Background: an optimization exercise with open tools, aiming at small area. Do not read the settings as production practice. The RTL was checked by simulation tests, not by an equivalence proof against the original design. No activity file was given, so power comes from the tool's default toggle rates.

## main
==> flow/design.v <==
package regfile_pkg;
    typedef enum logic [0:0] {
        S_INIT = 1'b0,
        S_RUN  = 1'b1
    } state_t;
    localparam int XLEN_DEF    = 32;
    localparam int NREGS_DEF   = 32;
    localparam int NRD_DEF     = 2;
    localparam int SP_IDX_DEF  = 2;
    localparam int SP_INIT_DEF = 64;
endpackage
module regfile_read_port #(
    parameter int XLEN  = 32,
    parameter int NREGS = 32,
    parameter int AW    = $clog2(NREGS)
) (
    input  logic [NREGS*XLEN-1:0] regs,
    input  logic [AW-1:0]   sel,
    input  logic            ready,
    input  logic            wr_en,
    input  logic [AW-1:0]   wr_idx,
    input  logic [XLEN-1:0] wr_data,
    output logic [XLEN-1:0] data
);
    always_comb begin
        data = '0;
        if (ready && sel != '0) begin
            if (wr_en && wr_idx == sel) begin
                data = wr_data;
            end else begin
                data = regs[sel*XLEN +: XLEN];
            end
        end
    end
endmodule
module regfile_multiport #(
    parameter int XLEN    = regfile_pkg::XLEN_DEF,
    parameter int NREGS   = regfile_pkg::NREGS_DEF,
    parameter int AW      = $clog2(NREGS),
    parameter int NRD     = regfile_pkg::NRD_DEF,
    parameter int SP_IDX  = regfile_pkg::SP_IDX_DEF,
    parameter int SP_INIT = regfile_pkg::SP_INIT_DEF
) (
    input  logic              clk,
    input  logic              rst_n,
    input  logic              regWrite,
    input  logic [AW-1:0]     rd,
    input  logic [XLEN-1:0]   writeData,
    input  logic [NRD*AW-1:0] rs,
    output logic [NRD*XLEN-1:0] readData,
    output logic [NRD-1:0]    rsPending,
    input  logic              markValid,
    input  logic [AW-1:0]     markRd,
    output logic              ready,
    input  logic [AW-1:0]     displaySelect,
    output logic [XLEN-1:0]   displayData,
    input  logic [AW-1:0]     vgaSelect,
    output logic [XLEN-1:0]   vgaData
);
    regfile_pkg::state_t state;
    logic [AW-1:0]     idx;
    logic [XLEN-1:0]   regs [NREGS];
    logic [NREGS-1:0]  pending;
    logic              wr_en;
    logic [NREGS*XLEN-1:0] regs_flat;
    for (genvar i = 0; i < NREGS; i++) begin : g_flat
        assign regs_flat[i*XLEN +: XLEN] = regs[i];
    end
    assign ready = (state == regfile_pkg::S_RUN);
    assign wr_en = ready && regWrite && (rd != '0);
    always_ff @(posedge clk or negedge rst_n) begin
        if (!rst_n) begin
            state <= regfile_pkg::S_INIT;
            idx   <= AW'(1);
        end else if (state == regfile_pkg::S_INIT) begin
            idx <= idx + 1'b1;
            if (idx == AW'(NREGS - 1)) begin
                state <= regfile_pkg::S_RUN;
            end
        end
    end
    always_ff @(posedge clk) begin
        if (state == regfile_pkg::S_INIT) begin
            regs[idx] <= (idx == AW'(SP_IDX)) ? XLEN'(SP_INIT) : '0;
        end else if (wr_en) begin
            regs[rd] <= writeData;
        end
    end
    always_ff @(posedge clk or negedge rst_n) begin
        if (!rst_n) begin
            pending <= '0;
        end else if (ready) begin
            if (wr_en) begin
                pending[rd] <= 1'b0;
            end
            if (markValid && markRd != '0) begin
                pending[markRd] <= 1'b1;
            end
        end
    end
    for (genvar k = 0; k < NRD; k++) begin : g_rd
        regfile_read_port #(
            .XLEN  (XLEN),
            .NREGS (NREGS),
            .AW    (AW)
        ) u_port (
            .regs    (regs_flat),
            .sel     (rs[k*AW +: AW]),
            .ready   (ready),
            .wr_en   (wr_en),
            .wr_idx  (rd),
            .wr_data (writeData),
            .data    (readData[k*XLEN +: XLEN])
        );
        assign rsPending[k] = ready & pending[rs[k*AW +: AW]];
    end
    regfile_read_port #(
        .XLEN  (XLEN),
        .NREGS (NREGS),
        .AW    (AW)
    ) u_display (
        .regs    (regs_flat),
        .sel     (displaySelect),
        .ready   (ready),
        .wr_en   (1'b0),
        .wr_idx  ('0),
        .wr_data ('0),
        .data    (displayData)
    );
    regfile_read_port #(
        .XLEN  (XLEN),
        .NREGS (NREGS),
        .AW    (AW)
    ) u_vga (
        .regs    (regs_flat),
        .sel     (vgaSelect),
        .ready   (ready),
        .wr_en   (1'b0),
        .wr_idx  ('0),
        .wr_data ('0),
        .data    (vgaData)
    );
endmodule
Settings: LEC_CHECK=0, CAP_MARGIN=20, CORE_AREA=5 5 415 415, DIE_AREA=0 0 420 420, SLEW_MARGIN=20; clock period 8.0 ns.
run.sh (not shown) runs the stock make flow with config.mk's settings and CLKGATE_MAP_FILE= SYNTH_SCRIPT=/design/flow/synth_recipe.tcl, a recipe that flattens the netlist after the stock synthesis.
Changes in the feature branch relative to main:
diff --git a/flow/design.v b/flow/design.v
--- a/flow/design.v
+++ b/flow/design.v
@@ -64,5 +64,6 @@
     logic              wr_en;
     logic [NREGS*XLEN-1:0] regs_flat;
-    for (genvar i = 0; i < NREGS; i++) begin : g_flat
+    assign regs_flat[0 +: XLEN] = '0;
+    for (genvar i = 1; i < NREGS; i++) begin : g_flat
         assign regs_flat[i*XLEN +: XLEN] = regs[i];
     end
### Flow results
Taking main as the reference, in the feature branch fraction of layout instances using a drive strength above 1 moved up; sequential cell count now sits lower; antenna diode count lower; net switching power figure lost about 5%. Detailed-route wire length, main and the feature branch, higher one = main. The setup slack of the feature branch was inferior to that of main. For data-path buffer share of cell area in the final layout, main and the feature branch come out practically identical. Going from main to the feature branch, synthesized-area fraction occupied by xor and xnor cells about even; global routing met3 resource utilization went up by 0.75 points.

## static timing again, ports no longer ideal
The flow's constraints put no driver on any port. The routed layouts listed below were extracted and timed again, unchanged, in two steps. Step 1 assumes that a clkbuf_16 drives the clock port and a buf_2 every other input. Step 2 adds t to the input delays and takes it off the output delays; t is the mean of the earliest and latest rising clock arrival at the registers after step 1. Input paths then give back, and output paths get back, about the clock's delay inside the block. Three values: ideal ports, drivers, drivers and shift; two values: the first two.
run | shift t [ns] | slack for setup (ns) | slew at the worst register clock pin (ns) | worst data-port slew with drivers (ns)
main | 0.841 | 1.030 / 1.005 / 1.005 | 0.07 / 0.07 | 0.17
the feature branch | 0.845 | 0.681 / 0.648 / 0.648 | 0.07 / 0.07 | 0.13
After both steps every run listed still meets setup and hold. For the feature branch, which loses most, drivers alone change the setup slack by -0.033 ns; drivers and shift together by -0.033 ns.
